Source: an optimization exercise on an open RTL-to-GDS flow (aim: small area, a short achievable clock period and few clock cycles). Production flows keep margins and buffers that such runs may drop. Only simulation tests tie the RTL to the original design; equivalence was not proved. Power figures rest on the tool's default switching activity, not on a simulated workload.

==> flow/design.v <==
package sha1bsd_pkg;
  localparam logic [31:0] K_0 = 32'h5a827999;
  localparam logic [31:0] K_1 = 32'h6ed9eba1;
  localparam logic [31:0] K_2 = 32'h8f1bbcdc;
  localparam logic [31:0] K_3 = 32'hca62c1d6;
  localparam logic [31:0] H0_INIT = 32'h67452301;
  localparam logic [31:0] H1_INIT = 32'hefcdab89;
  localparam logic [31:0] H2_INIT = 32'h98badcfe;
  localparam logic [31:0] H3_INIT = 32'h10325476;
  localparam logic [31:0] H4_INIT = 32'hc3d2e1f0;
endpackage
import sha1bsd_pkg::*;
module sha1bsd_core
(
  input  logic        clk,
  input  logic        push,       
  input  logic [31:0] win_in,
  output logic [31:0] sched,      
  input  logic        shift,      
  input  logic        inject,     
  input  logic [31:0] inj_val,
  input  logic [1:0]  gsel,       
  input  logic [1:0]  gsel2,      
  output logic [31:0] d_out       
);
  logic [31:0] win [16];
  logic [31:0] a_r, b_r, c_r, d_r, g_r, dk_r;
  logic [31:0] t_sum, f_n, k2_n, g_n, a_n;
  logic [31:0] sx;
  assign sx    = win[13] ^ win[8] ^ win[2] ^ win[0];
  assign sched = {sx[30:0], sx[31]};
  assign d_out = d_r;
  always_ff @(posedge clk) begin
    if (push) begin
      for (int i = 0; i < 15; i++) win[i] <= win[i+1];
      win[15] <= win_in;
    end
  end
  logic [31:0] fb, fc, fd;
  assign fb = a_r;
  assign fc = {b_r[1:0], b_r[31:2]};
  assign fd = {c_r[1:0], c_r[31:2]};
  always_comb begin
    unique case (gsel)
      2'd0:    f_n = fd ^ (fb & (fc ^ fd));
      2'd1:    f_n = fb ^ fc ^ fd;
      2'd2:    f_n = (fb & fc) | (fd & (fb | fc));
      default: f_n = fb ^ fc ^ fd;
    endcase
    unique case (gsel2)
      2'd0:    k2_n = K_0;
      2'd1:    k2_n = K_1;
      2'd2:    k2_n = K_2;
      default: k2_n = K_3;
    endcase
    g_n   = f_n + dk_r;
    t_sum = {a_r[26:0], a_r[31:27]} + g_r + win[15];
    a_n   = inject ? inj_val : t_sum;
  end
  always_ff @(posedge clk) begin
    if (shift) begin
      a_r <= a_n;
      b_r <= a_r;
      c_r <= b_r;
      d_r <= c_r;
      g_r <= g_n;
      dk_r <= {c_r[1:0], c_r[31:2]} + k2_n;
    end
  end
endmodule
import sha1bsd_pkg::*;
module sha1_byte_stream_digest
(
  input  logic      clk,
  input  logic      rst_n,
  input  logic      in_valid,
  output logic      in_ready,
  input  logic [8:0]  in_data,
  output logic      out_valid,
  input  logic      out_ready,
  output logic [36:0] out_data
);
  localparam logic [159:0] H_INIT = {H4_INIT, H3_INIT, H2_INIT, H1_INIT, H0_INIT};
  logic [7:0]  wb_r [4];        
  logic [1:0]  bpos_r;          
  logic        wfull_r;         
  logic        finp_r;          
  logic        finp_rep_r;      
  logic        fin_r;           
  logic        nonempty_r;      
  logic        cstart_r;        
  logic        inc_r, newm_r;   
  logic [60:0] total_r;         
  logic        sat_r;           
  logic        in_ready_r;      
  logic        olast_r;         
  logic [6:0]  p_r;             
  logic        pad_r;           
  logic        padfirst_r;      
  logic        lenok_r;         
  logic        pfinal_r;        
  logic        wpend_r;         
  logic [6:0]  r_r;             
  logic [1:0]  gsel_r;          
  logic [1:0]  gsel2_r;         
  logic        r79_r;           
  logic        plt16_r;         
  logic        xrot_r;          
  logic        acc_r;           
  logic        inj_r;           
  logic [2:0]  ic_r;            
  logic        hwr_r;           
  logic        rfirst_r;        
  logic        rfinal_r;        
  logic [31:0] h_r [5];
  logic [31:0] s_r;             
  logic [31:0] hr_r;            
  logic [4:0]  hsel_r;          
  logic        hcon_r;          
  logic        hprep_r;         
  logic        fin_inflight_r;  
  logic        oprep_r;         
  logic        out_busy_r;
  logic [2:0]  out_idx_r;
  logic        out_empty_r;
  logic p_lt16, p_is14, p_is15, p_is80, r_is79;
  logic round_go, r79_go, push_avail, push_go, push_data, pad_push;
  logic xfer, app, fin;
  logic proc_rep, proc_real;
  logic hr_load;
  logic finp_n, pad_n, wfull_n, plt16_n, wpend_n, inj_n;
  logic out_fire;
  logic [31:0] sched, d_out, win_in, inj_val, xadd, sum, hmux;
  logic [31:0] pword;
  assign p_lt16 = plt16_r;
  assign p_is14 = (p_r == 7'd14);
  assign p_is15 = (p_r == 7'd15);
  assign p_is80 = (p_r == 7'd80);
  assign r_is79 = r79_r;
  assign round_go = wpend_r && !inj_r &&
                    (!r_is79 || (hprep_r && !out_busy_r && !oprep_r));
  assign r79_go   = round_go && r_is79;
  assign push_avail = p_lt16 ? (pad_r || wfull_r) : !r_is79;
  assign push_go    = push_avail && !(wpend_r && inj_r);
  assign push_data  = push_go && p_lt16 && !pad_r;
  assign pad_push   = push_go && p_lt16 && pad_r;
  assign in_ready = in_ready_r;
  assign xfer     = in_valid && in_ready;
  assign app      = xfer && !in_data[8];
  assign fin      = xfer && in_data[8];
  assign proc_rep  = finp_r && finp_rep_r && !fin_inflight_r && !out_busy_r &&
                     !oprep_r && !inj_r;
  assign proc_real = finp_r && !finp_rep_r && !fin_inflight_r && !wfull_r;
  assign out_fire = out_busy_r && out_ready;
  assign finp_n   = fin || (finp_r && !proc_real && !proc_rep);
  assign pad_n    = proc_real || (pad_r && !(pad_push && p_is15 && lenok_r));
  assign wfull_n  = !push_data && ((app && (bpos_r == 2'd3)) || wfull_r);
  assign plt16_n  = r79_go || (push_go ? ((p_r[6:4] == 3'd0) && (p_r[3:0] != 4'd15)) : plt16_r);
  assign wpend_n  = push_go || (wpend_r && !round_go);
  assign inj_n    = r79_go || (inj_r && (ic_r != 3'd4));
  assign hr_load  = !(out_busy_r && !out_ready) && !(hprep_r && !r79_go);
  always_comb begin
    for (int j = 0; j < 4; j++) begin
      if (!pad_r || (j < bpos_r))                    pword[31-8*j -: 8] = wb_r[j];
      else if (padfirst_r && (j == bpos_r))          pword[31-8*j -: 8] = 8'h80;
      else                                           pword[31-8*j -: 8] = 8'h00;
    end
    if (!p_lt16)                                     win_in = sched;
    else if (!pad_r || padfirst_r)                   win_in = pword;
    else if (lenok_r && p_is14)                      win_in = total_r[60:29];
    else if (lenok_r && p_is15)                      win_in = {total_r[28:0], 3'b000};
    else                                             win_in = 32'h0;
  end
  assign xadd = xrot_r ? {d_out[1:0], d_out[31:2]} : d_out;
  assign sum  = hr_r + xadd;
  always_comb begin
    if (rfinal_r) begin
      unique case (ic_r)
        3'd0:    inj_val = {H4_INIT[29:0], H4_INIT[31:30]};
        3'd1:    inj_val = {H3_INIT[29:0], H3_INIT[31:30]};
        3'd2:    inj_val = {H2_INIT[29:0], H2_INIT[31:30]};
        3'd3:    inj_val = H1_INIT;
        default: inj_val = H0_INIT;
      endcase
    end else if (ic_r[2] || (ic_r == 3'd3)) begin
      inj_val = s_r;
    end else begin
      inj_val = {s_r[29:0], s_r[31:30]};
    end
  end
  always_comb begin
    hmux = '0;
    for (int i = 0; i < 5; i++)
      if (hsel_r[i]) hmux = hmux | (hcon_r ? H_INIT[32*i +: 32] : h_r[i]);
  end
  sha1bsd_core u_core (
    .clk     (clk),
    .push    (push_go),
    .win_in  (win_in),
    .sched   (sched),
    .shift   (round_go || inj_r),
    .inject  (inj_r),
    .inj_val (inj_val),
    .gsel    (gsel_r),
    .gsel2   (gsel2_r),
    .d_out   (d_out)
  );
  always_ff @(posedge clk) begin
    for (int j = 0; j < 4; j++)
      if (in_ready && (bpos_r == j)) wb_r[j] <= in_data[7:0];
    if (inc_r) begin
      if (newm_r)      total_r <= 61'd1;
      else if (!sat_r) total_r <= total_r + 61'd1;
    end
    s_r <= sum;
    if (r79_go)                                  h_r[4] <= sum;
    if (inj_r && hwr_r && (ic_r == 3'd0))        h_r[3] <= sum;
    if (inj_r && hwr_r && (ic_r == 3'd1))        h_r[2] <= sum;
    if (inj_r && hwr_r && (ic_r == 3'd2))        h_r[1] <= sum;
    if (inj_r && hwr_r && (ic_r == 3'd3))        h_r[0] <= sum;
    if (hr_load) hr_r <= hmux;
  end
  always_ff @(posedge clk) begin
    if (!rst_n) begin
      bpos_r         <= '0;
      wfull_r        <= 1'b0;
      finp_r         <= 1'b0;
      finp_rep_r     <= 1'b0;
      fin_r          <= 1'b0;
      nonempty_r     <= 1'b0;
      cstart_r       <= 1'b1;
      inc_r          <= 1'b0;
      newm_r         <= 1'b0;
      sat_r          <= 1'b0;
      in_ready_r     <= 1'b1;
      olast_r        <= 1'b0;
      p_r            <= '0;
      pad_r          <= 1'b0;
      padfirst_r     <= 1'b0;
      lenok_r        <= 1'b0;
      pfinal_r       <= 1'b0;
      wpend_r        <= 1'b0;
      r_r            <= '0;
      gsel_r         <= '0;
      gsel2_r        <= '0;
      r79_r          <= 1'b0;
      plt16_r        <= 1'b1;
      xrot_r         <= 1'b0;
      acc_r          <= 1'b1;
      inj_r          <= 1'b1;
      ic_r           <= '0;
      hwr_r          <= 1'b0;
      rfirst_r       <= 1'b1;
      rfinal_r       <= 1'b1;
      hsel_r         <= '0;
      hcon_r         <= 1'b0;
      hprep_r        <= 1'b0;
      fin_inflight_r <= 1'b0;
      oprep_r        <= 1'b0;
      out_busy_r     <= 1'b0;
      out_idx_r      <= '0;
      out_empty_r    <= 1'b0;
    end else begin
      inc_r  <= app;
      newm_r <= cstart_r;
      if (inc_r) sat_r <= !newm_r && (sat_r || (total_r == {{60{1'b1}}, 1'b0}));
      in_ready_r <= !finp_n && !pad_n && (!wfull_n || (plt16_n && !(wpend_n && inj_n)));
      if (app) begin
        bpos_r     <= bpos_r + 2'd1;
        nonempty_r <= 1'b1;
        fin_r      <= 1'b0;
        cstart_r   <= 1'b0;
      end
      if (fin) begin
        finp_r     <= 1'b1;
        finp_rep_r <= fin_r || !nonempty_r;
        fin_r      <= 1'b1;
        cstart_r   <= 1'b1;
      end
      if (push_data)                     wfull_r <= 1'b0;
      else if (app && (bpos_r == 2'd3))  wfull_r <= 1'b1;
      if (proc_real) begin
        finp_r         <= 1'b0;
        pad_r          <= 1'b1;
        padfirst_r     <= 1'b1;
        lenok_r        <= !(p_is14 || p_is15);
        fin_inflight_r <= 1'b1;
      end
      if (proc_rep) begin
        finp_r      <= 1'b0;
        oprep_r     <= 1'b1;
        out_empty_r <= !nonempty_r;
      end
      if (pad_push) begin
        padfirst_r <= 1'b0;
        if (padfirst_r) bpos_r <= '0;
        if (p_is15) begin
          if (lenok_r) begin
            pad_r    <= 1'b0;
            pfinal_r <= 1'b1;
          end else begin
            lenok_r  <= 1'b1;
          end
        end
      end
      acc_r <= !finp_n && !pad_n;
      if (r79_go) begin
        p_r     <= '0;
        plt16_r <= 1'b1;
      end else if (push_go) begin
        p_r     <= p_r + 7'd1;
        plt16_r <= (p_r[6:4] == 3'd0) && (p_r[3:0] != 4'd15);
      end
      if (push_go)       wpend_r <= 1'b1;
      else if (round_go) wpend_r <= 1'b0;
      if (round_go) begin
        r_r <= r_is79 ? 7'd0 : r_r + 7'd1;
        r79_r <= (r_r == 7'd78);
        if (r_r == 7'd78) xrot_r <= 1'b1;
        if (r_r == 7'd17) gsel2_r <= 2'd1;
        if (r_r == 7'd37) gsel2_r <= 2'd2;
        if (r_r == 7'd57) gsel2_r <= 2'd3;
        if (r_r == 7'd77) gsel2_r <= 2'd0;
        if (r_r == 7'd18) gsel_r <= 2'd1;
        if (r_r == 7'd38) gsel_r <= 2'd2;
        if (r_r == 7'd58) gsel_r <= 2'd3;
        if (r_is79)       gsel_r <= 2'd0;
      end
      if (r79_go) begin
        inj_r    <= 1'b1;
        ic_r     <= '0;
        hwr_r    <= 1'b1;
        rfinal_r <= pfinal_r;
        pfinal_r <= 1'b0;
      end
      if (inj_r) begin
        ic_r <= ic_r + 3'd1;
        if (ic_r == 3'd1) xrot_r <= 1'b0;
        if (ic_r == 3'd4) begin
          inj_r    <= 1'b0;
          rfirst_r <= rfinal_r;
          if (rfinal_r && hwr_r) begin
            fin_inflight_r <= 1'b0;
            out_busy_r     <= 1'b1;
            out_idx_r      <= '0;
            out_empty_r    <= 1'b0;
          end
        end
      end
      if (oprep_r) begin
        oprep_r    <= 1'b0;
        out_busy_r <= 1'b1;
        out_idx_r  <= '0;
      end
      if (out_fire) begin
        olast_r <= (out_idx_r == 3'd3);
        if (out_idx_r == 3'd4) begin
          out_busy_r <= 1'b0;
          out_idx_r  <= '0;
        end else begin
          out_idx_r  <= out_idx_r + 3'd1;
        end
      end
      if (inj_r || r79_go || proc_rep || oprep_r || out_busy_r)
        hprep_r <= 1'b0;
      else if (!hprep_r)
        hprep_r <= (hsel_r == 5'b10000) && (hcon_r == rfirst_r);
      if (inj_r) begin
        unique case (ic_r)
          3'd0: begin hsel_r <= 5'b00010; hcon_r <= rfirst_r; end
          3'd1: begin hsel_r <= 5'b00001; hcon_r <= rfirst_r; end
          3'd2: begin hsel_r <= 5'b00001; hcon_r <= rfirst_r; end
          3'd3: begin
            hsel_r <= (rfinal_r && hwr_r) ? 5'b00001 : 5'b10000;
            hcon_r <= rfinal_r && !hwr_r;
          end
          default: begin
            hsel_r <= (rfinal_r && hwr_r) ? 5'b00010 : 5'b10000;
            hcon_r <= rfinal_r && !hwr_r;
          end
        endcase
      end else if (r79_go) begin
        hsel_r <= 5'b00100;
        hcon_r <= rfirst_r;
      end else if (proc_rep) begin
        hsel_r <= nonempty_r ? 5'b00001 : 5'b00000;
        hcon_r <= 1'b0;
      end else if (oprep_r) begin
        hsel_r <= {hsel_r[3:0], 1'b0};
      end else if (out_busy_r) begin
        if (out_fire) begin
          if (out_idx_r == 3'd4) begin
            hsel_r <= 5'b10000;
            hcon_r <= rfirst_r;
          end else begin
            hsel_r <= {hsel_r[3:0], 1'b0};
          end
        end
      end else if (hprep_r || ((hsel_r == 5'b10000) && (hcon_r == rfirst_r))) begin
        hsel_r <= 5'b01000;
        hcon_r <= rfirst_r;
      end else begin
        hsel_r <= 5'b10000;
        hcon_r <= rfirst_r;
      end
    end
  end
  assign out_valid = out_busy_r;
  assign out_data  = {hr_r, out_idx_r, olast_r, out_empty_r};
endmodule
==> flow/run.sh <==
#!/bin/bash
# synth_recipe.tcl (not shown) runs the flow's synth.tcl, then flattens the netlist and writes it again
# the make line also repeats each setting of config.mk as NAME=value (left out here)
make -C /OpenROAD-flow-scripts/flow DESIGN_CONFIG=/design/flow/config.mk WORK_HOME=/design/flow/orfs CLKGATE_MAP_FILE= SYNTH_SCRIPT=/design/flow/synth_recipe.tcl finish
==> flow/config.mk <==
export PLATFORM = sky130hd
export DESIGN_NAME = sha1_byte_stream_digest
export DESIGN_NICKNAME = sha1_byte_stream_digest
export VERILOG_FILES = /design/flow/design.v
export SDC_FILE = /design/flow/constraint.sdc
export NUM_CORES = 4
export LEC_CHECK = 0
export CAP_MARGIN = 20
export CORE_MARGIN = 2
export CORE_UTILIZATION = 40
export SETUP_SLACK_MARGIN = 5
export SLEW_MARGIN = 20
==> flow/constraint.sdc <==
create_clock -name core_clock -period 9.0 [get_ports {clk}]
set_input_delay 1.8000 -clock core_clock [delete_from_list [all_inputs] [get_ports {clk}]]
set_output_delay 1.8000 -clock core_clock [all_outputs]
set_load 0.01 [all_outputs]
==> results of run 1 <==
[metrics by stage]
| step | power, mW | hold WS [ps] | setup WS [ps] | cells |
|---|---|---|---|---|
| 2_1_floorplan | 12.9 | 400 | 195 | 3450 |
| 3_3_place_gp | 14.8 | 400 | 4650 | 5024 |
| 3_5_place_dp | 14.9 | 405 | 4550 | 5024 |
| 4_1_cts | 19.5 | 406 | 4910 | 5230 |
| 5_1_grt | 20.8 | 416 | 4970 | 5262 |
| 6_report | 19.7 | 407 | 5130 | 5262 |
[cell usage after synthesis, types with 5 or more instances]
library cell,instances
edfxtp_1,989
nor2_1,221
ha_1,210
a21oi_1,199
xnor2_1,193
nand2_1,162
inv_1,146
o21ai_0,143
xor2_1,117
clkbuf_1,108
dfxtp_1,92
nand3_1,69
a221oi_1,60
nor3_1,59
nor2b_1,56
mux2i_1,52
a22oi_1,49
a21o_1,48
mux2_2,48
o211ai_1,42
fa_1,35
nand4_1,32
and3_1,28
and2_1,27
o21a_1,23
o21bai_1,20
nand2b_1,19
a222oi_1,16
o31ai_1,16
a31oi_1,15
or3_1,11
a211oi_1,10
a21boi_0,9
o221ai_1,9
buf_1,7
nor4_1,7
o22a_1,7
nor3b_1,6
o22ai_1,6
o211a_1,5
[cell type report]
class / count / area, µm²
clock buffer: 139 / 2940
fill: 10600 / 64900
multi-input combinational: 2098 / 15600
sequential: 1081 / 31600
inverter: 147 / 559
tap: 1612 / 2020
clock inverter: 67 / 602
timing repair buffer: 118 / 1110
[power breakdown]
group          switching [mW]  leakage [nW]  internal, mW
registers               0.895          10.1          7.44
logic                    4.16          7.34          2.69
clock network            1.94          1.73          2.55
[worst max path at each step]
stage,to,slack (ps),depth (start not counted)
6_report,u_core.g_r[25],5130,15
3_3_place_gp,u_core.dk_r[30],4650,15
3_5_place_dp,u_core.dk_r[30],4550,15
2_1_floorplan,u_core.win[0][0],200,5
4_1_cts,u_core.dk_r[30],4910,15
5_1_grt,u_core.a_r[29],4970,14
[cells in the final DEF, fill, tap and decap left out, drive strengths merged, types with 23 or more instances in the layout]
master         count
a21oi            199
and3              30
ha               210
clkbuf           141
mux2              49
xor2             117
xnor2            193
edfxtp           989
o21a              23
dfxtp             92
nor2b             56
buf               66
o21ai            147
a22oi             49
clkinv            47
a21o              48
nand2            162
and2              28
nor2             221
clkdlybuf4s50     50
nor3              60
nand4             32
mux2i             52
nand3             70
inv              150
a221oi            60
o211ai            42
fa                35
[cells by family after synthesis]
family,after synthesis,share of synthesized area
DFF,1081,0.658
AOI/OAI and AO/OA,720,0.0990
buffers and inverters,271,0.0219
adders and majority gates,245,0.0694
and+or+nand+nor,722,0.0728
xor gates and xnor gates,310,0.0566
muxes,101,0.0224
[per-layer routing]
metal / share of wire / vias to the layer above
met5: 0.00012 / -
met4: 0.027 / 2
met3: 0.053 / 176
met2: 0.45 / 736
met1: 0.47 / 13900
li1: - / 13200
[what timing repair did]
item,CTS,global route
endpoints found under the setup margin,164,369
gates resized for setup,21,42
buffers inserted,0,29
gates cloned,0,2
pin swaps,2,12
==> impl_metrics.csv, run 1 <==
group,metric,value,unit
run_status,status,"timing/DRC/antenna clean",
global_route,use_met3,0.0292,
power_and_ir_drop,p_leak,19.2,nW
yosys,syn_inst,3450,
floorplanning,die_area,0.123,mm²
finish,final_nets,3813,
yosys,synth_area_leader_cell,"edfxtp_1",
setup_path,cp_top_family,"compound AO/OA/AOI/OAI gates",
floorplanning,chipWidth,350,µm
cts,cts_buffer_depth,3,
floorplanning,start_util,0.402,
worst_hold_path,hold_class,"reg -> reg",
yosys,synthFlopType,"edfxtp_1",
placed_design,placed_cell_area,0.0503,mm²
global_route,top_usage_layer,"met2",
yosys,synth_edf_count,989,
setup_path,reg2reg_depth,15,
global_route,gr-total-overflow,0,
yosys,synth_nets,3708,
detailed_routing,num_vias,28000,
timing,period_share,0.430,
worst_hold_path,worstHoldStart,"u_core.win[6][5]",
setup_path,start_kind,"flop",
setup_path,r2r_slack,5130,ps
detailed_routing,avgViaCountPerCell,5.33,
setup_path,reg2reg_to,"u_core.g_r[25]",
global_route,grt_util_met2,0.271,
detailed_routing,drt_first_pass_iters,8,
setup_path,crit_type,"reg -> reg",
yosys,synthArstFlopShare,0,
setup_path,crit_fanout,18,
cts,cts-hold-fix-buffers,0,
timing,grt_setup_unrepaired,"false",
setup_path,required,9460,ps
finish,diodes,0,
timing,clock.fmax,0.258,GHz
finish,drive_gt1_frac,0.0967,
yosys,ys_seq_area_frac,0.658,
floorplanning,die_h,350,µm
global_route,grt_max_degree,196,
yosys,netlist_area,0.0479,mm²
yosys,post-synth-top-area-fraction,0.620,
detailed_routing,wirelength,111000,µm
yosys,ys_types,82,
cts,clk_pin_slew,60,ps
cts,cts_tree,"built",
timing,final_max_slew_viol_count,0,
setup_path,critPathArrivalTime,4330,ps
finish,fin_util,0.456,
job,maxCapViolCount,0,
timing,fin_skew,30.4,ps
detailed_routing,drc,0,
yosys,ys_ff_latch,1081,
cts,cts.sinks,1081,
timing,fin_crit,3870,ps
placed_design,routabilityCongestion,0.921,
setup_path,reg2reg_from,"gsel_r[0]",
cts,cts_root_buffer,"clkbuf_16",
global_route,grt_use_total,0.179,
power_and_ir_drop,power_density,362,mW/mm²
finish,reg_top3,"u_core.win: 512 flops, h_r: 160 flops, total_r: 61 flops",
setup_path,path_buf_inv,2,
finish,largest-register,"u_core.win",
yosys,yosys_warnings,5,
cts,cts.htree.levels,3,
setup_path,path_cells,"buf_12 > nand2b_4 > buf_12 > nor3_1 > a221oi_2 > ha_1 > a211oi_1 > nor3_1 > nor2_2 > a31oi_2 > a211o_1 > a31o_2 > a31o_2 > a21oi_1 > xnor2_1",
floorplanning,ios,52,
setup_path,critPathSlowestCell,"dfxtp_4",
worst_hold_path,holdPathEnd,"u_core.win[5][5]",
detailed_routing,antenna_left,0,
global_route,grt_first_pass_wirelength,166000,µm
cts,numCtsBuffers,109,
yosys,yosys-top-cells-area,"edfxtp_1, ha_1, dfxtp_1, xnor2_1, xor2_1",
cts,worstSkewPairLatency,710,ps
finish,largest_reg_flops,512,
setup_path,critPathCaptureType,"flop",
detailed_routing,dr.first_iter.drc_count,2515,
placed_design,hpwl,75500,µm
worst_hold_path,min_path_cells,0,
setup_path,startpoint,"gsel_r[0]",
timing,fin_setup_tns,0,ps
power_and_ir_drop,peakVddDrop,0.226,mV
global_route,grt_pass1_vias,26700,
floorplanning,rows,127,
finish,syn_to_final_growth,13.5,%
timing,tightest_slew,1010,ps
global_route,antenna_found_initial,3,
global_route,grt_use_met1,0.263,
floorplanning,core_area,0.119,mm²
placed_design,numPortBuffers,51,
finish,fin_area,0.0544,mm²
setup_path,cpPeakStageDelay,410,ps
yosys,avgSynthCellArea,13.9,µm²
timing,slew_headroom,0.319,
timing,hold_viol,0,
detailed_routing,wl_per_cell,21.2,µm
timing,setup_viol,0,
Testbench counts, summed over its fixed seeds: cycles 34,281.
==> run 2, diff against run 1 <==
--- a/flow/config.mk
+++ b/flow/config.mk
@@ -7,6 +7,8 @@
 export LEC_CHECK = 0
 export CAP_MARGIN = 20
 export CORE_MARGIN = 2
-export CORE_UTILIZATION = 40
+export CORE_UTILIZATION = 55
+export CTS_CLUSTER_DIAMETER = 100
+export CTS_CLUSTER_SIZE = 24
 export SETUP_SLACK_MARGIN = 5
 export SLEW_MARGIN = 20
==> run 2 against run 1 <==
  * Still clean on timing, DRC and antenna
  * Die area is 27% lower
  * Cell count is 11% lower
  * First-iteration DRC count is 15% higher
  * Power is 9.0% lower
  * Setup slack worse by 90 ps
  * Fmax is 2.3% lower
  * Synthesized cell count stayed put
  * Register-to-register slack worse by 90 ps
  * Sequential share of layout area is 3.1 points higher
  * Critical path depth is 1 lower
  * Highest routed layer is now met4
==> impl_metrics.csv, run 2 <==
group,metric,value,unit
cts,cts_buffer_depth,3,
timing,holdWs,409,ps
placed_design,placed_cell_area,0.0497,mm²
placed_design,hpwl,81300,µm
yosys,synth_most_common_cell,"edfxtp_1",
finish,fin_util,0.596,
timing,fin_setup_tns,0,ps
yosys,post-synth-top-area-fraction,0.620,
detailed_routing,wl_per_cell,25.0,µm
timing,clock.fmax,0.253,GHz
floorplanning,die_h,299,µm
floorplanning,start_util,0.553,
yosys,synthArstFlopShare,0,
power_and_ir_drop,power_density,347,mW/mm²
yosys,syn_inst,3450,
finish,final_common_cell,"edfxtp_1",
setup_path,start_kind,"flop",
finish,largest_reg_flops,512,
timing,hold_viol,0,
detailed_routing,wirelength,117000,µm
finish,drive_gt1_frac,0.0665,
placed_design,pre_cts_slack,4480,ps
yosys,yosys-top-cells-area,"edfxtp_1, ha_1, dfxtp_1, xnor2_1, xor2_1",
placed_design,numPortBuffers,51,
finish,fin_cells,4676,
setup_path,critPathArrivalTime,4360,ps
power_and_ir_drop,power,17.9,mW
detailed_routing,antenna_left,0,
yosys,netlist_area,0.0479,mm²
yosys,ys_types,82,
setup_path,crit_fanout,34,
cts,cts-hold-fix-buffers,0,
power_and_ir_drop,peakVddDrop,0.203,mV
detailed_routing,drt_first_pass_iters,5,
timing,layout_setup_ws,5040,ps
finish,largest-register,"u_core.win",
timing,period_share,0.440,
yosys,ys_ff_latch,1081,
detailed_routing,dr.first_iter.drc_count,2881,
cts,cts_tree,"built",
floorplanning,chipWidth,299,µm
global_route,grt_use_total,0.259,
timing,setup_viol,0,
yosys,synth_area_leader_cell,"edfxtp_1",
floorplanning,core_area,0.0866,mm²
timing,tightest_slew,1080,ps
timing,fin_skew,46.8,ps
global_route,gr-total-overflow,0,
finish,final_cell_mix,"edfxtp_1, nor2_1, ha_1, a21oi_1, xnor2_1",
yosys,ys_seq_area_frac,0.658,
setup_path,required,9400,ps
worst_hold_path,hold_class,"reg -> reg",
yosys,synth_nets,3708,
timing,final_max_slew_viol_count,0,
setup_path,crit_type,"reg -> reg",
cts,worstSkewPairLatency,670,ps
finish,fin_area,0.0516,mm²
cts,numCtsBuffers,52,
floorplanning,rows,108,
floorplanning,ios,52,
global_route,grt_first_pass_wirelength,174000,µm
yosys,yosys_warnings,5,
run_status,status,"timing/DRC/antenna clean",
cts,cts.htree.levels,2,
global_route,grt_pass1_vias,27300,
placed_design,placedCellCount,4566,
yosys,yosys-top-cells-count,"edfxtp_1, nor2_1, ha_1, a21oi_1, xnor2_1",
detailed_routing,drc,0,
timing,slew_headroom,0.272,
finish,syn_to_final_growth,7.71,%
floorplanning,die_area,0.0895,mm²
global_route,grt_max_degree,173,
timing,fin_crit,3960,ps
job,maxCapViolCount,0,
global_route,antenna_found_initial,2,
finish,final_nets,3748,
timing,grt_setup_unrepaired,"true",
yosys,avgSynthCellArea,13.9,µm²
setup_path,critPathCaptureType,"flop",
power_and_ir_drop,p_leak,18.2,nW
placed_design,routabilityCongestion,0.904,
yosys,synthFlopType,"edfxtp_1",
finish,reg_top3,"u_core.win: 512 flops, h_r: 160 flops, total_r: 61 flops",
detailed_routing,avgViaCountPerCell,6.02,
cts,cts_root_buffer,"clkbuf_16",
detailed_routing,num_vias,28200,
cts,cts.sinks,1081,
yosys,synth_edf_count,989,
cts,clk_pin_slew,100,ps
## run 2: cell counts after synthesis
No cell type changed its count.
## run 2: cells by family after synthesis
logic type | share of synthesized area
xor gates and xnor gates | 0.0566
buffers and inverters | 0.0219
and+or+nand+nor | 0.0728
adders and majority gates | 0.0694
muxes | 0.0224
DFF | 0.658
AOI/OAI and AO/OA | 0.0990
## run 2: cell type report
class,count,area [µm²]
Clock inverter,8,125
Antenna cell,1,2.50
Sequential cell,1081,31600
Clock buffer,76,1390
Tap cell,1155,1450
Multi-Input combinational cell,2098,15600
Fill cell,6750,35000
Inverter,147,556
Timing Repair Buffer,110,997
## run 2: worst paths after layout
path	cells past startpoint	slack [ps]	end	startpoint
min reg2reg	0	410	u_core.win[10][11]	u_core.win[11][11]
max reg2reg	14	5040	u_core.g_r[25]	gsel_r[0]
min	0	410	u_core.win[10][11]	u_core.win[11][11]
max	14	5040	u_core.g_r[25]	gsel_r[0]
## run 2: layer usage
| metal | global-route usage | routed length [µm] | vias up | share of wire |
|---|---|---|---|---|
| met5 | 0 | 0 | - | 0 |
| met1 | 0.377 | 52200 | 14200 | 0.45 |
| met2 | 0.419 | 55400 | 823 | 0.47 |
| met3 | 0.0225 | 5840 | 162 | 0.050 |
| li1 | - | - | 12900 | - |
| met4 | 0.0783 | 3700 | 0 | 0.032 |
## run 2: critical path, cell delays in order, from the launching register on
cell      delay (ps)
dfxtp_1          390
buf_12           240
nor2_2            50
buf_4            270
a221oi_1         400
ha_1             320
a211oi_1         370
nor3_1           120
nor2_2           220
a31oi_1          210
a211o_1          380
a31o_2           260
a31o_2           240
a21oi_1          170
xnor2_1           80
## run 2: what timing repair did
item,CTS,global route
endpoints found under the setup margin,53,69
gates resized for setup,15,30
gates cloned,0,0
pin swaps,0,6
buffers inserted,2,23
## run 2: where the power goes
part	switching, mW	internal, mW
registers	1.01	7.43
clock network	1.57	1.10
logic	4.12	2.66
total	6.70	11.2
==> run 3, diff against run 2 <==
--- a/flow/design.v
+++ b/flow/design.v
@@ -18,6 +18,7 @@
   output logic [31:0] sched,      
   input  logic        shift,      
   input  logic        inject,     
+  input  logic        drot,       
   input  logic [31:0] inj_val,
   input  logic [1:0]  gsel,       
   input  logic [1:0]  gsel2,      
@@ -54,15 +55,16 @@
       default: k2_n = K_3;
     endcase
     g_n   = f_n + dk_r;
-    t_sum = {a_r[26:0], a_r[31:27]} + g_r + win[15];
-    a_n   = inject ? inj_val : t_sum;
+    t_sum = (inject ? 32'h0 : {a_r[26:0], a_r[31:27]}) + (inject ? 32'h0 : g_r) +
+            (inject ? inj_val : win[15]);
+    a_n   = t_sum;
   end
   always_ff @(posedge clk) begin
     if (shift) begin
       a_r <= a_n;
       b_r <= a_r;
       c_r <= b_r;
-      d_r <= c_r;
+      d_r <= drot ? {c_r[1:0], c_r[31:2]} : c_r;
       g_r <= g_n;
       dk_r <= {c_r[1:0], c_r[31:2]} + k2_n;
     end
@@ -105,7 +107,7 @@
   logic [1:0]  gsel2_r;         
   logic        r79_r;           
   logic        plt16_r;         
-  logic        xrot_r;          
+  logic        drot_r;          
   logic        acc_r;           
   logic        inj_r;           
   logic [2:0]  ic_r;            
@@ -171,7 +173,7 @@
     else if (lenok_r && p_is15)                      win_in = {total_r[28:0], 3'b000};
     else                                             win_in = 32'h0;
   end
-  assign xadd = xrot_r ? {d_out[1:0], d_out[31:2]} : d_out;
+  assign xadd = d_out;
   assign sum  = hr_r + xadd;
   always_comb begin
     if (rfinal_r) begin
@@ -200,6 +202,7 @@
     .sched   (sched),
     .shift   (round_go || inj_r),
     .inject  (inj_r),
+    .drot    (drot_r),
     .inj_val (inj_val),
     .gsel    (gsel_r),
     .gsel2   (gsel2_r),
@@ -245,7 +248,7 @@
       gsel2_r        <= '0;
       r79_r          <= 1'b0;
       plt16_r        <= 1'b1;
-      xrot_r         <= 1'b0;
+      drot_r         <= 1'b0;
       acc_r          <= 1'b1;
       inj_r          <= 1'b1;
       ic_r           <= '0;
@@ -316,7 +319,7 @@
       if (round_go) begin
         r_r <= r_is79 ? 7'd0 : r_r + 7'd1;
         r79_r <= (r_r == 7'd78);
-        if (r_r == 7'd78) xrot_r <= 1'b1;
+        if (r_r == 7'd77) drot_r <= 1'b1;
         if (r_r == 7'd17) gsel2_r <= 2'd1;
         if (r_r == 7'd37) gsel2_r <= 2'd2;
         if (r_r == 7'd57) gsel2_r <= 2'd3;
@@ -335,7 +338,7 @@
       end
       if (inj_r) begin
         ic_r <= ic_r + 3'd1;
-        if (ic_r == 3'd1) xrot_r <= 1'b0;
+        if (ic_r == 3'd0) drot_r <= 1'b0;
         if (ic_r == 3'd4) begin
           inj_r    <= 1'b0;
           rfirst_r <= rfinal_r;
==> flow/flow/run.sh (new file) <==
#!/bin/bash
bash standard.sh SETUP_SLACK_MARGIN=6 finish > standard.log 2>&1
==> flow/standard.sh (new file) <==
#!/bin/bash
# synth_recipe.tcl (not shown) runs the flow's synth.tcl, then flattens the netlist and writes it again
# the make line also repeats each setting of config.mk as NAME=value (left out here)
make -C /OpenROAD-flow-scripts/flow DESIGN_CONFIG=/design/flow/config.mk WORK_HOME=/design/flow/orfs CLKGATE_MAP_FILE= SYNTH_SCRIPT=/design/flow/synth_recipe.tcl "${@:-finish}"
--- a/flow/config.mk
+++ b/flow/config.mk
@@ -7,8 +7,6 @@
 export LEC_CHECK = 0
 export CAP_MARGIN = 20
 export CORE_MARGIN = 2
-export CORE_UTILIZATION = 55
-export CTS_CLUSTER_DIAMETER = 100
-export CTS_CLUSTER_SIZE = 24
+export CORE_UTILIZATION = 40
 export SETUP_SLACK_MARGIN = 5
 export SLEW_MARGIN = 20
removed: flow/run.sh
==> run 3 against run 2 <==
  * Still clean on timing, DRC and antenna
  * Cell area increased by 13%
  * Wire length increased by 3.6%
  * Global-route usage decreased by 7.0 points
  * Area after synthesis increased by 1.1%
  * Flip-flop and latch count unchanged
  * Worst hold slack improved by 4.5 ps
  * Clock skew increased by 29 ps
  * Count of clock-buffer cells in the layout increased by 56
  * Largest cell class unchanged
  * Largest power group unchanged
  * Highest routed layer is now met5
==> impl_metrics.csv, run 3 <==
group,metric,value,unit
run_status,status,"timing/DRC/antenna clean",
finish,largest_reg_flops,512,
global_route,grt_use_total,0.189,
timing,fin_setup_tns,0,ps
yosys,ys_ff_latch,1081,
finish,syn_to_final_growth,20.3,%
setup_path,cpPeakStageDelay,460,ps
yosys,post-synth-top-area-fraction,0.613,
setup_path,required,9380,ps
finish,reg_top3,"u_core.win: 512 flops, h_r: 160 flops, total_r: 61 flops",
yosys,avgSynthCellArea,13.5,µm²
detailed_routing,drt_first_pass_iters,7,
placed_design,routabilityCongestion,0.886,
yosys,synth_nets,3853,
floorplanning,die_area,0.124,mm²
yosys,ys_types,93,
job,maxCapViolCount,0,
cts,numCtsBuffers,104,
floorplanning,rows,127,
detailed_routing,dr.first_iter.drc_count,2677,
floorplanning,chipWidth,352,µm
detailed_routing,avgViaCountPerCell,5.40,
power_and_ir_drop,peakVddDrop,0.273,mV
detailed_routing,antenna_left,0,
detailed_routing,num_vias,30100,
floorplanning,core_area,0.120,mm²
power_and_ir_drop,power_density,319,mW/mm²
global_route,grt_first_pass_wirelength,179000,µm
yosys,yosys_warnings,5,
yosys,synth_area_leader_cell,"edfxtp_1",
global_route,grt_max_degree,98,
setup_path,crit_type,"reg -> reg",
finish,fin_cells,5587,
global_route,gr-total-overflow,0,
detailed_routing,wl_per_cell,21.7,µm
cts,cts-hold-fix-buffers,0,
timing,final_max_slew_viol_count,0,
timing,period_share,0.471,
setup_path,cp_top_family,"compound AO/OA/AOI/OAI gates",
yosys,synth_most_common_cell,"edfxtp_1",
floorplanning,ios,52,
finish,largest-register,"u_core.win",
setup_path,critPathCaptureType,"flop",
finish,final_common_cell,"edfxtp_1",
finish,fin_util,0.485,
setup_path,start_kind,"flop",
yosys,syn_inst,3596,
finish,drive_gt1_frac,0.213,
cts,cts.htree.levels,3,
cts,cts_root_buffer,"clkbuf_16",
yosys,synthArstFlopShare,0,
timing,grt_setup_unrepaired,"true",
detailed_routing,wirelength,121000,µm
yosys,netlist_area,0.0485,mm²
yosys,yosys-top-cells-area,"edfxtp_1, ha_1, dfxtp_1, xnor2_1, a21oi_1",
yosys,synth_edf_count,989,
cts,cts.sinks,1081,
setup_path,critPathSlowestCell,"fa_1",
global_route,grt_pass1_vias,28400,
setup_path,cp_common_cell,"ha_4",
yosys,yosys-top-cells-count,"edfxtp_1, nor2_1, a21oi_1, ha_1, nand2_1",
power_and_ir_drop,p_leak,21.0,nW
setup_path,path_buf_inv,4,
global_route,antenna_found_initial,8,
timing,fin_crit,4230,ps
cts,cts_tree,"built",
cts,clk_pin_slew,60,ps
timing,tightest_slew,1020,ps
timing,hold_viol,0,
placed_design,placedCellCount,5159,
finish,final_cell_mix,"edfxtp_1, nor2_1, buf_4, nand2_1, a21oi_1",
cts,worstSkewPairLatency,710,ps
worst_hold_path,hold_class,"reg -> reg",
timing,clock.fmax,0.236,GHz
setup_path,crit_fanout,6,
finish,diodes,0,
setup_path,critPathArrivalTime,4620,ps
timing,fin_skew,76.0,ps
finish,final_nets,4153,
placed_design,numPortBuffers,51,
setup_path,path_cells,"ha_4 > inv_2 > ha_4 > buf_6 > buf_12 > nor2b_2 > a211oi_1 > a211oi_2 > a21oi_2 > fa_1 > inv_1 > ha_2 > o21ai_0 > nand2b_1 > a31oi_4 > a211oi_4 > a221oi_4 > o31ai_4 > a221oi_2 > xnor2_1",
timing,setup_viol,0,
yosys,ys_seq_area_frac,0.651,
floorplanning,start_util,0.404,
power_and_ir_drop,power,18.6,mW
timing,slew_headroom,0.315,
placed_design,hpwl,77100,µm
floorplanning,die_h,352,µm
cts,cts_buffer_depth,3,
detailed_routing,drc,0,
yosys,synthFlopType,"edfxtp_1",
run 3: cell types whose count changed in the layout (fill, tap and decap cells not counted), moves of 39 or more:
cell / change
ha_1: -59
clkdlybuf4s50_1: -39
clkbuf_16: +52
buf_4: +148
buf_6: +67
nor2_1: +47
run 3: final timing paths:
kind / startpoint / end / slack (ps) / depth (start not counted)
max: ic_r[0] / u_core.a_r[31] / 4770 / 20
max reg2reg: ic_r[0] / u_core.a_r[31] / 4770 / 20
min: u_core.win[14][30] / u_core.win[13][30] / 410 / 0
min reg2reg: u_core.win[14][30] / u_core.win[13][30] / 410 / 0
run 3: cell families after synthesis:
group / synth area share
muxes: 0.0217
buffers and inverters: 0.0246
and+or+nand+nor: 0.0785
xor gates and xnor gates: 0.0549
adders and majority gates: 0.0684
DFF: 0.651
AOI/OAI and AO/OA: 0.101
run 3: area by class of cell:
cell class              count  area (µm²)
multi-input cells        2201       17800
well taps                1612        2020
inverters                 185         721
repair buffers            323        2940
clock buffers             132        2740
clock inverters            53         562
flip-flops and latches   1081       31600
fillers                 10400       61800
run 3: worst register-to-register path: cells and delay by family (launching register included):
family,cells,cell delay (ps)
fa+ha+maj,4,1100
buf+inv,4,360
simple gates,2,170
xor+xnor,1,100
flops,1,370
compound gates,9,1820
run 3: stage by stage:
| stage | setup WS [ps] | hold slack, ps | area [µm²] |
|---|---|---|---|
| final | 4770 | 414 | 58300 |
| after global routing | 4600 | 420 | 58300 |
| after CTS | 4700 | 415 | 57000 |
| after detailed placement | 4160 | 405 | 51000 |
| after global placement | 4230 | 400 | 51000 |
| after floorplan | 4970 | 400 | 48800 |
run 3: power breakdown:
part	leakage [nW]	total [mW]	internal, mW	switching [mW]
combinational	9.29	6.75	3.08	3.68
clock	1.57	4.26	2.36	1.90
sequential	10.1	7.57	6.78	0.794
run 3: timing repair:
action                     4_1_cts  5_1_grt
cloned                           6        0
setup buffers                  170       67
pin swaps                      117      110
resized for setup              462      163
setup endpoints to repair      521      399
run 3: layer usage:
layer,GRT usage,vias up,routed length [µm]
met5,0,-,13
met4,0.0652,2,4070
met3,0.0273,204,7430
met2,0.286,884,54100
met1,0.277,15100,55700
li1,-,14000,-
Testbench counts of run 3, summed over its fixed seeds: cycles 34,281.
==> run 4, diff against run 3 <==
==> flow/run.sh (new file) <==
#!/bin/bash
# synth_recipe.tcl (not shown) runs the flow's synth.tcl, then flattens the netlist and writes it again
# the make line also repeats each setting of config.mk as NAME=value (left out here)
make -C /OpenROAD-flow-scripts/flow DESIGN_CONFIG=/design/flow/config.mk WORK_HOME=/design/flow/orfs CLKGATE_MAP_FILE= SYNTH_SCRIPT=/design/flow/synth_recipe.tcl finish
removed: flow/flow/run.sh
removed: flow/standard.sh
==> run 4 against run 3 <==
  * Synthesized cell count unchanged
  * Die area is the same
  * Power fell by 8.2%
  * Fmax up 1.2%
  * Count of clock-buffer cells in the layout grew 4
  * Global-route usage decreased by 0.84 points
  * Cell count fell by 3.0%
  * Worst hold slack worse by 3.2 ps
  * Largest cell class unchanged
  * Largest power group unchanged
==> impl_metrics.csv, run 4 <==
group,metric,value,unit
floorplanning,rows,127,
timing,slew_headroom,0.281,
setup_path,crit_fanout,9,
global_route,grt_use_total,0.180,
yosys,synthMuxAreaShare,0.0217,
cts,cts_buffer_depth,3,
power_and_ir_drop,peakVddDrop,0.219,mV
detailed_routing,wirelength,115000,µm
cts,cts_tree,"built",
finish,fin_area,0.0554,mm²
finish,fin_cells,5421,
job,maxCapViolCount,0,
floorplanning,core_area,0.120,mm²
detailed_routing,num_vias,29000,
yosys,synthFlopType,"edfxtp_1",
yosys,post-synth-top-area-fraction,0.613,
setup_path,critPathCaptureType,"flop",
floorplanning,ios,52,
detailed_routing,wl_per_cell,21.3,µm
finish,drive_gt1_frac,0.117,
global_route,antenna_found_initial,4,
finish,largest_reg_flops,512,
placed_design,placedCellCount,5159,
cts,cts_root_buffer,"clkbuf_16",
floorplanning,die_h,352,µm
finish,final_common_cell,"edfxtp_1",
placed_design,routabilityCongestion,0.870,
global_route,grt_pass1_vias,27600,
yosys,synth_fa_ha_area_frac,0.0684,
cts,cts.sinks,1081,
timing,final_max_slew_viol_count,0,
setup_path,cp_common_cell,"ha_4",
worst_hold_path,hold_class,"reg -> reg",
finish,final_nets,3974,
placed_design,pre_cts_slack,4270,ps
timing,tightest_slew,1080,ps
yosys,yosys-top-cells-area,"edfxtp_1, ha_1, dfxtp_1, xnor2_1, a21oi_1",
placed_design,hpwl,77000,µm
detailed_routing,dr.first_iter.drc_count,2594,
yosys,yosys-top-cells-count,"edfxtp_1, nor2_1, a21oi_1, ha_1, nand2_1",
floorplanning,die_area,0.124,mm²
setup_path,start_kind,"flop",
timing,period_share,0.465,
global_route,gr-total-overflow,0,
finish,multiInputGateArea,0.0164,mm²
finish,layout.area.seq,0.0316,mm²
timing,holdWs,411,ps
finish,largest-register,"u_core.win",
finish,final_cell_mix,"edfxtp_1, nor2_1, a21oi_1, nand2_1, xnor2_1",
yosys,synth-compound-area-share,0.101,
cts,worstSkewPairLatency,710,ps
timing,hold_viol,0,
timing,fin_crit,4180,ps
timing,clock.fmax,0.239,GHz
timing,fin_setup_tns,0,ps
timing,layout_setup_ws,4820,ps
power_and_ir_drop,p_leak,19.7,nW
timing,grt_setup_unrepaired,"true",
finish,fin_util,0.461,
yosys,synth_nets,3853,
setup_path,cpPeakStageDelay,480,ps
detailed_routing,avgViaCountPerCell,5.34,
global_route,grt_first_pass_wirelength,172000,µm
yosys,synth-xor-area-share,0.0549,
yosys,synth_most_common_cell,"edfxtp_1",
detailed_routing,drc,0,
cts,cts.htree.levels,3,
timing,setup_viol,0,
yosys,ys_ff_latch,1081,
timing,fin_skew,37.7,ps
cts,numCtsBuffers,106,
setup_path,crit_type,"reg -> reg",
setup_path,path_cells,"ha_4 > inv_2 > ha_4 > buf_6 > buf_12 > a211oi_2 > a21oi_1 > mux2_4 > fa_1 > ha_4 > buf_6 > a21oi_4 > o21a_1 > o31a_2 > o31a_4 > o21bai_4 > a221o_2 > a211oi_2 > xnor2_1",
finish,reg_top3,"u_core.win: 512 flops, h_r: 160 flops, total_r: 61 flops",
detailed_routing,antenna_left,0,
yosys,syn_inst,3596,
yosys,synth_edf_count,989,
yosys,avgSynthCellArea,13.5,µm²
cts,cts-hold-fix-buffers,0,
yosys,synth_area_leader_cell,"edfxtp_1",
setup_path,required,9420,ps
setup_path,r2r_slack,4820,ps
setup_path,critPathArrivalTime,4610,ps
power_and_ir_drop,power_density,308,mW/mm²
floorplanning,start_util,0.404,
power_and_ir_drop,power,17.1,mW
cts,clk_pin_slew,70,ps
finish,fill_cells,10600,
yosys,synth-simple-area-share,0.0785,
placed_design,numPortBuffers,51,
yosys,yosys_warnings,5,
yosys,ys_types,93,
setup_path,critPathSlowestCell,"fa_1",
floorplanning,chipWidth,352,µm
yosys,synthArstFlopShare,0,
finish,syn_to_final_growth,14.3,%
run_status,status,"timing/DRC/antenna clean",
placed_design,placed_cell_area,0.0509,mm²
yosys,netlist_area,0.0485,mm²
yosys,ys_seq_area_frac,0.651,
yosys,synth_top_family_by_area,"compound AO/OA/AOI/OAI gates",
detailed_routing,drt_first_pass_iters,7,
global_route,grt_max_degree,148,
## run 4: critical path, delay by kind of cell, from the launching register on
family | cells | cell delay [ps]
flip-flops | 1 | 380
adder cells (fa/ha/maj) | 4 | 1120
buffers and inverters | 4 | 410
XOR/XNOR | 1 | 130
AO/OA/AOI/OAI | 9 | 1590
multiplexers | 1 | 280
## run 4: final timing paths
| check | startpoint | endpoint | cells after the start |
|---|---|---|---|
| max | ic_r[1] | u_core.a_r[28] | 19 |
| min | u_core.win[10][11] | u_core.win[9][11] | 0 |
| max reg2reg | ic_r[1] | u_core.a_r[28] | 19 |
| min reg2reg | u_core.win[10][11] | u_core.win[9][11] | 0 |
## run 4: layout make-up
type	count	share of cell area
sequential	1081	0.569
multi-input combinational	2203	0.295
clock buffer	136	0.0523
tap	1612	0.0364
timing repair buffer	140	0.0235
inverter	185	0.0127
clock inverter	63	0.0105
antenna	1	0.0000451
## run 4: logic make-up (layout without fill, tap and decap cells)
kind of cell | count (synthesis) | count (layout)
other | 0 | 1
buffers and inverters | 315 | 524
flip-flops | 1081 | 1081
adder cells (fa/ha/maj) | 244 | 244
XOR/XNOR | 304 | 304
AO/OA/AOI/OAI | 736 | 737
multiplexers | 98 | 98
AND/OR/NAND/NOR | 818 | 820
## run 4: power by group
| group | total, mW | leakage (nW) | internal, mW | switching (mW) |
|---|---|---|---|---|
| Sequential | 7.64 | 10.1 | 6.79 | 0.848 |
| Clock | 4.44 | 1.71 | 2.52 | 1.92 |
| Combinational | 4.99 | 7.94 | 2.04 | 2.95 |
## run 4: per-layer routing
layer / GRT usage / part of all wire / up-vias / routed length, µm
li1: - / - / 13600 / -
met2: 0.277 / 0.45 / 847 / 51800
met3: 0.0279 / 0.057 / 150 / 6520
met5: 0 / 0 / - / 0
met1: 0.265 / 0.47 / 14400 / 54000
met4: 0.0491 / 0.026 / 0 / 2960
## run 4: repair_timing
| item | CTS | global route |
|---|---|---|
| setup endpoints to repair | 204 | 344 |
| gates cloned | 2 | 1 |
| gates resized for setup | 68 | 48 |
| setup buffers | 41 | 18 |
| pin swaps | 34 | 39 |
==> run 5, diff against run 4 <==
--- a/flow/design.v
+++ b/flow/design.v
@@ -115,7 +115,7 @@
   logic        rfirst_r;        
   logic        rfinal_r;        
   logic [31:0] h_r [5];
-  logic [31:0] s_r;             
+  logic [31:0] iv_r;            
   logic [31:0] hr_r;            
   logic [4:0]  hsel_r;          
   logic        hcon_r;          
@@ -175,21 +175,27 @@
   end
   assign xadd = d_out;
   assign sum  = hr_r + xadd;
+  logic [2:0]  ic_nx;
+  logic        rf_nx;
+  logic [31:0] iv_n;
+  assign ic_nx = (!rst_n || r79_go) ? 3'd0 : ic_r + 3'd1;
+  assign rf_nx = !rst_n || (r79_go ? pfinal_r : rfinal_r);
   always_comb begin
-    if (rfinal_r) begin
-      unique case (ic_r)
-        3'd0:    inj_val = {H4_INIT[29:0], H4_INIT[31:30]};
-        3'd1:    inj_val = {H3_INIT[29:0], H3_INIT[31:30]};
-        3'd2:    inj_val = {H2_INIT[29:0], H2_INIT[31:30]};
-        3'd3:    inj_val = H1_INIT;
-        default: inj_val = H0_INIT;
+    if (rf_nx) begin
+      unique case (ic_nx)
+        3'd0:    iv_n = {H4_INIT[29:0], H4_INIT[31:30]};
+        3'd1:    iv_n = {H3_INIT[29:0], H3_INIT[31:30]};
+        3'd2:    iv_n = {H2_INIT[29:0], H2_INIT[31:30]};
+        3'd3:    iv_n = H1_INIT;
+        default: iv_n = H0_INIT;
       endcase
-    end else if (ic_r[2] || (ic_r == 3'd3)) begin
-      inj_val = s_r;
+    end else if (ic_nx[2] || (ic_nx == 3'd3)) begin
+      iv_n = sum;
     end else begin
-      inj_val = {s_r[29:0], s_r[31:30]};
+      iv_n = {sum[29:0], sum[31:30]};
     end
   end
+  assign inj_val = iv_r;
   always_comb begin
     hmux = '0;
     for (int i = 0; i < 5; i++)
@@ -215,7 +221,7 @@
       if (newm_r)      total_r <= 61'd1;
       else if (!sat_r) total_r <= total_r + 61'd1;
     end
-    s_r <= sum;
+    iv_r <= iv_n;
     if (r79_go)                                  h_r[4] <= sum;
     if (inj_r && hwr_r && (ic_r == 3'd0))        h_r[3] <= sum;
     if (inj_r && hwr_r && (ic_r == 3'd1))        h_r[2] <= sum;
--- a/flow/config.mk
+++ b/flow/config.mk
@@ -5,6 +5,7 @@
 export SDC_FILE = /design/flow/constraint.sdc
 export NUM_CORES = 4
 export LEC_CHECK = 0
+export ABC_AREA = 1
 export CAP_MARGIN = 20
 export CORE_MARGIN = 2
 export CORE_UTILIZATION = 40
==> run 5 against run 4 <==
  * Now fails the layout checks on slew limit
  * Largest cell class unchanged
  * Sequential share of layout area down 2.2 points
  * Largest power group unchanged
  * Count of clock-buffer cells in the layout up 2
  * Global-route usage up 2.8 points
  * Clock power up 7.7%
  * Highest routed layer unchanged
  * Sequential power up 4.6%
  * Cell area up 4.0%
  * Register-to-register slack better by 450 ps
  * Via count up 22%
  * Wire length up 21%
  * Synthesized cell count up 33%
  * First-iteration DRC count up 36%
  * Die area up 5.7%
==> impl_metrics.csv, run 5 <==
group,metric,value,unit
run_status,status,"failed layout checks",
global_route,grt_first_pass_wirelength,207000,µm
setup_path,critPathCaptureType,"primary output",
yosys,synth_edf_count,989,
floorplanning,core_area,0.127,mm²
finish,final_nets,5153,
global_route,grt_use_total,0.209,
yosys,post-synth-top-area-fraction,0.579,
detailed_routing,wl_per_cell,21.0,µm
yosys,yosys-top-cells-area,"edfxtp_1, nand2_1, ha_1, inv_1, dfxtp_1",
setup_path,cpPeakStageDelay,630,ps
setup_path,crit_fanout,7,
finish,fin_util,0.453,
cts,cts.sinks,1081,
timing,clock.fmax,0.265,GHz
setup_path,critPathArrivalTime,1980,ps
yosys,synth_nets,5056,
finish,final_common_cell,"nand2_1",
floorplanning,chipWidth,362,µm
yosys,synth_top_family_by_area,"simple AND/OR/NAND/NOR gates",
yosys,netlist_area,0.0513,mm²
yosys,syn_inst,4799,
global_route,antenna_found_initial,6,
cts,cts.htree.levels,3,
yosys,synthMuxAreaShare,0.00566,
yosys,synth_most_common_cell,"nand2_1",
floorplanning,ios,52,
placed_design,placedCellCount,6443,
finish,reg_top3,"u_core.win: 512 flops, h_r: 160 flops, total_r: 61 flops",
finish,drive_gt1_frac,0.0533,
worst_hold_path,hold_class,"reg -> reg",
finish,largest_reg_flops,512,
cts,cts_root_buffer,"clkbuf_16",
detailed_routing,avgViaCountPerCell,5.29,
yosys,synthArstFlopShare,0,
run_status,so_faults,"slew limit",
timing,tightest_slew,1520,ps
timing,setup_viol,0,
yosys,ys_types,57,
yosys,synth_fa_ha_area_frac,0.0646,
yosys,synth-xor-area-share,0.0316,
detailed_routing,dr.first_iter.drc_count,3538,
yosys,synth-simple-area-share,0.159,
cts,clk_pin_slew,60,ps
placed_design,routabilityCongestion,0.966,
yosys,yosys_warnings,5,
global_route,grt_max_degree,212,
setup_path,critPathSlowestCell,"clkdlybuf4s50_1",
power_and_ir_drop,peakVddDrop,0.221,mV
yosys,ys_ff_latch,1081,
finish,final_cell_mix,"nand2_1, edfxtp_1, inv_1, nor2_1, nand3_1",
timing,period_share,0.420,
detailed_routing,antenna_left,0,
timing,slew_headroom,-0.0162,
placed_design,numPortBuffers,51,
detailed_routing,wirelength,140000,µm
power_and_ir_drop,power_density,315,mW/mm²
timing,final_max_slew_viol_count,34,
timing,holdWs,401,ps
job,maxCapViolCount,0,
placed_design,hpwl,102000,µm
floorplanning,rows,131,
yosys,avgSynthCellArea,10.7,µm²
setup_path,start_kind,"flop",
finish,fin_cells,6655,
timing,fin_setup_tns,0,ps
cts,worstSkewPairLatency,730,ps
timing,fin_crit,3780,ps
floorplanning,die_h,362,µm
detailed_routing,num_vias,35200,
finish,diodes,0,
setup_path,path_cells,"clkdlybuf4s50_1",
floorplanning,die_area,0.131,mm²
cts,cts-hold-fix-buffers,0,
yosys,yosys-top-cells-count,"nand2_1, edfxtp_1, inv_1, nor2_1, nand3_1",
finish,syn_to_final_growth,12.4,%
cts,cts_buffer_depth,3,
cts,cts_tree,"built",
timing,grt_setup_unrepaired,"false",
timing,fin_skew,25.7,ps
timing,layout_setup_ws,5220,ps
setup_path,path_buf_inv,1,
yosys,ys_seq_area_frac,0.615,
setup_path,crit_type,"reg -> out",
setup_path,r2r_slack,5270,ps
floorplanning,start_util,0.403,
detailed_routing,drt_first_pass_iters,6,
detailed_routing,drc,0,
cts,numCtsBuffers,111,
yosys,synthFlopType,"edfxtp_1",
yosys,synth_area_leader_cell,"edfxtp_1",
setup_path,cp_top_family,"buffers and inverters",
setup_path,required,7200,ps
yosys,synth-compound-area-share,0.0746,
global_route,grt_pass1_vias,33100,
global_route,gr-total-overflow,0,
timing,hold_viol,0,
finish,largest-register,"u_core.win",
power_and_ir_drop,p_leak,22.7,nW
placed_design,pre_cts_slack,5000,ps
-- run 5: cell types whose count changed in the layout (fill, tap and decap cells not counted), moves of 48 or more --
cell | previous run | this run
nand2_1 | 205 | 1065
inv_1 | 177 | 555
nand3_1 | 54 | 263
xnor2_1 | 196 | 90
o21ai_0 | 119 | 207
nor2_1 | 272 | 347
nor2b_1 | 58 | 0
mux2_2 | 53 | 0
a221oi_1 | 57 | 8
a21o_1 | 65 | 17
buf_4 | 75 | 27
-- run 5: power breakdown --
group / leakage (nW) / internal, mW / total [mW] / switching, mW
clock network: 1.84 / 2.75 / 4.78 / 2.03
registers: 10.2 / 7.19 / 7.99 / 0.803
logic: 10.7 / 1.61 / 5.38 / 3.77
total: 22.7 / 11.5 / 18.1 / 6.60
-- run 5: area by class of cell --
class | count | area, µm²
Clock buffer | 138 | 2970
Clock inverter | 72 | 860
Multi-Input combinational cell | 3053 | 17300
Fill cell | 11700 | 69700
Sequential cell | 1081 | 31500
Timing Repair Buffer | 82 | 776
Tap cell | 1662 | 2080
Inverter | 567 | 2140
-- run 5: layer usage --
layer	vias up	wire, µm	global-route usage	share of wire
met5	-	0	0	0
met2	1088	63300	0.329	0.45
met4	0	4890	0.0703	0.035
li1	16700	-	-	-
met3	214	7760	0.0272	0.055
met1	17200	63900	0.297	0.46
-- run 5: timing repair --
item | 4_1_cts | 5_1_grt
buffers inserted | 2 | 0
endpoints found under the setup margin | 1 | 11
gates resized for setup | 1 | 3
-- run 5: cells by family (layout without fill, tap and decap cells) --
family | count (synthesis) | in the layout
mux | 29 | 29
xor+xnor | 185 | 185
simple gates | 1927 | 1927
flops | 1081 | 1081
buf+inv | 665 | 859
fa+ha+maj | 244 | 244
compound gates | 668 | 668
-- run 5: metrics by stage --
stage          power (mW)  instance area (µm²)
4_1_cts              18.2                57600
6_report             18.1                57700
5_1_grt              19.1                57700
3_5_place_dp         13.3                53800
2_1_floorplan        11.3                51300
3_3_place_gp         13.3                53800
-- run 5: worst paths after layout --
kind,depth (start not counted),start,to
max reg2reg,16,gsel_r[1],u_core.g_r[31]
min,0,u_core.win[10][28],u_core.win[9][28]
max,1,in_ready_r,in_ready
min reg2reg,0,u_core.win[10][28],u_core.win[9][28]
Testbench counts of run 5, summed over its fixed seeds: cycles 34,281.
==> run 6, diff against run 5 <==
--- a/flow/config.mk
+++ b/flow/config.mk
@@ -5,7 +5,6 @@
 export SDC_FILE = /design/flow/constraint.sdc
 export NUM_CORES = 4
 export LEC_CHECK = 0
-export ABC_AREA = 1
 export CAP_MARGIN = 20
 export CORE_MARGIN = 2
 export CORE_UTILIZATION = 40
==> run 6 against run 5 <==
  * The run now finishes clean
  * Cell area fell by 4.6%
  * Via count fell by 18%
  * Sequential power rose by 3.8%
  * Fmax fell by 3.3%
  * Non-clock buffer count rose by 38
  * Area after synthesis fell by 5.6%
  * Flip-flop and latch count did not move
  * Critical endpoint is now iv_r[27]
  * Largest cell class unchanged
==> impl_metrics.csv, run 6 <==
group,metric,value,unit
run_status,status,"timing/DRC/antenna clean",
timing,grt_setup_unrepaired,"true",
finish,fin_util,0.459,
cts,cts-hold-fix-buffers,0,
cts,cts_buffer_depth,3,
detailed_routing,num_vias,28800,
worst_hold_path,holdPathEnd,"u_core.win[13][3]",
yosys,netlist_area,0.0484,mm²
yosys,yosys-top-cells-area,"edfxtp_1, ha_1, dfxtp_1, xnor2_1, a21oi_1",
yosys,ys_ff_latch,1081,
setup_path,critPathArrivalTime,4400,ps
floorplanning,core_area,0.120,mm²
floorplanning,ios,52,
detailed_routing,drc,0,
finish,layout.area.seq,0.0316,mm²
finish,drive_gt1_frac,0.0904,
setup_path,startpoint,"hr_r[1]",
floorplanning,die_area,0.124,mm²
placed_design,hpwl,76000,µm
detailed_routing,drt_first_pass_iters,6,
finish,fin_cells,5373,
global_route,grt_first_pass_wirelength,169000,µm
floorplanning,chipWidth,352,µm
setup_path,critPathCaptureType,"flop",
global_route,antenna_found_initial,2,
finish,syn_to_final_growth,13.6,%
finish,multiInputGateArea,0.0159,mm²
yosys,synth_nets,3818,
yosys,synthFlopType,"edfxtp_1",
cts,numCtsBuffers,109,
worst_hold_path,min_path_cells,0,
cts,clk_pin_slew,60,ps
global_route,grt_pass1_vias,27100,
timing,tightest_slew,1180,ps
yosys,synthArstFlopShare,0,
yosys,ys_types,85,
setup_path,cpPeakStageDelay,500,ps
timing,holdWs,405,ps
detailed_routing,wl_per_cell,21.2,µm
finish,fill_cells,10500,
yosys,avgSynthCellArea,13.6,µm²
finish,final_nets,3928,
setup_path,reg2reg_depth,10,
detailed_routing,antenna_left,0,
finish,final_common_cell,"edfxtp_1",
yosys,synth_area_leader_cell,"edfxtp_1",
power_and_ir_drop,power_density,327,mW/mm²
detailed_routing,avgViaCountPerCell,5.36,
yosys,yosys-top-cells-count,"edfxtp_1, nor2_1, a21oi_1, ha_1, inv_1",
yosys,synth_edf_count,989,
setup_path,crit_fanout,3,
global_route,grt_max_degree,216,
setup_path,critPathSlowestCell,"edfxtp_1",
timing,final_max_slew_viol_count,0,
setup_path,crit_type,"reg -> reg",
detailed_routing,wirelength,114000,µm
cts,cts.htree.levels,3,
timing,fin_crit,3910,ps
global_route,grt_use_total,0.178,
power_and_ir_drop,peakVddDrop,0.220,mV
yosys,syn_inst,3561,
yosys,yosys_warnings,5,
floorplanning,rows,127,
timing,period_share,0.434,
power_and_ir_drop,power,18.0,mW
timing,fin_skew,38.9,ps
yosys,post-synth-top-area-fraction,0.613,
finish,largest_reg_flops,512,
placed_design,placedCellCount,5136,
yosys,synth_most_common_cell,"edfxtp_1",
timing,slew_headroom,0.211,
power_and_ir_drop,p_leak,19.8,nW
setup_path,required,9490,ps
finish,diodes,0,
worst_hold_path,worstHoldStart,"u_core.win[14][3]",
floorplanning,die_h,352,µm
cts,cts_root_buffer,"clkbuf_16",
worst_hold_path,hold_class,"reg -> reg",
cts,worstSkewPairLatency,710,ps
global_route,gr-total-overflow,0,
floorplanning,start_util,0.404,
placed_design,routabilityCongestion,0.911,
finish,final_cell_mix,"edfxtp_1, nor2_1, a21oi_1, ha_1, inv_1",
setup_path,reg2reg_to,"iv_r[27]",
setup_path,r2r_slack,5090,ps
timing,setup_viol,0,
cts,cts_tree,"built",
placed_design,numPortBuffers,51,
yosys,ys_seq_area_frac,0.651,
timing,clock.fmax,0.256,GHz
setup_path,path_cells,"ha_1 > a211o_1 > a211oi_4 > o211ai_2 > a2111oi_2 > nor4_1 > or3_4 > a311oi_2 > xor2_1 > o22ai_1",
timing,hold_viol,0,
finish,largest-register,"u_core.win",
timing,fin_setup_tns,0,ps
setup_path,start_kind,"flop",
setup_path,reg2reg_from,"hr_r[1]",
cts,cts.sinks,1081,
job,maxCapViolCount,0,
finish,reg_top3,"u_core.win: 512 flops, h_r: 160 flops, total_r: 61 flops",
detailed_routing,dr.first_iter.drc_count,2939,
[run 6: worst max path at each step]
stage                           endpoint  slack (ps)  cells past startpoint
after floorplan               total_r[0]        5020                      3
after global placement    u_core.a_r[29]        4300                     14
after detailed placement  u_core.a_r[28]        4210                     14
after CTS                 u_core.g_r[31]        5010                     15
after global routing      u_core.g_r[31]        4860                     14
final                           iv_r[27]        5090                     10
[run 6: logic make-up (layout without fill, tap and decap cells)]
family | after synthesis | after routing | synth area share
compound gates | 723 | 723 | 0.0980
xor+xnor | 295 | 295 | 0.0534
fa+ha+maj | 244 | 244 | 0.0685
buf+inv | 319 | 519 | 0.0256
flops | 1081 | 1081 | 0.651
mux | 102 | 102 | 0.0220
simple gates | 797 | 797 | 0.0811
[run 6: layer usage]
metal  vias to the layer above  global-route usage  routed length, µm
li1                      13500                   -                  -
met1                     14300               0.267              54200
met2                       838               0.264              49800
met3                       172              0.0267               6400
met4                         0              0.0552               3360
met5                         -                   0                  0
[run 6: cell type report]
type                            instances  area share
Inverter                              198      0.0135
Sequential cell                      1081       0.573
Clock inverter                         70      0.0133
Tap cell                             1612      0.0367
Clock buffer                          131      0.0514
Multi-Input combinational cell       2161       0.290
Timing Repair Buffer                  120      0.0219
[run 6: through the flow]
step / worst slack (ps) / instance area (µm²)
floorplan: 5020 / 48500
global placement: 4300 / 50800
detailed placement: 4210 / 50800
CTS: 5010 / 54500
global route: 4860 / 55000
finish: 5090 / 55000
[run 6: what timing repair did]
action                                  CTS  global route
setup buffers                             7            25
endpoints found under the setup margin   41           180
cloned                                    1             2
pin swaps                                 0            16
resized for setup                        20            42
[run 6: report_power, final]
part	leakage, nW	internal, mW	switching (mW)
clock network	1.74	2.57	1.95
logic	7.91	1.95	3.26
registers	10.1	7.40	0.893
[run 6: critical path, delay by kind of cell, from the launching register on]
family / cells / cell delay [ps]
flip-flops: 1 / 500
XOR/XNOR: 1 / 480
AO/OA/AOI/OAI: 6 / 1900
adder cells (fa/ha/maj): 1 / 350
AND/OR/NAND/NOR: 2 / 460

what the ideal ports hide:
The results above use ideal ports. As a check the final layouts listed here were re-extracted and re-timed, cells and wires unchanged.
Step 1 assumes that a clkbuf_16 drives the clock port and a buf_2 every other input.
Step 2 also shifts input and output timing later by t, the mid clock arrival at the registers, as if the neighbouring blocks saw the same clock.
Slacks: no drivers / after step 1 / after step 2; pairs: no drivers / after step 1.
run | shift t [ns] | slack for setup (ns) | slew at the worst register clock pin (ns) | worst data-port slew with drivers (ns) | pins driven straight from the clock port
run 1 | 0.778 | 5.131 / 5.131 / 5.131 | 0.07 / 0.07 | 0.10 | 1
run 2 | 0.718 | 5.041 / 5.041 / 5.041 | 0.10 / 0.10 | 0.04 | 1
run 3 | 0.744 | 4.765 / 4.765 / 4.765 | 0.07 / 0.07 | 0.04 | 1
run 4 | 0.756 | 4.816 / 4.816 / 4.816 | 0.07 / 0.07 | 0.05 | 1
run 5 | 0.791 | 5.224 / 5.148 / 5.118 | 0.07 / 0.07 | 0.04 | 1
run 6 | 0.765 | 5.094 / 5.094 / 4.721 | 0.07 / 0.07 | 0.04 | 1
For run 6, which loses most, drivers alone change the setup slack by 0.000 ns; drivers and shift together by -0.373 ns.
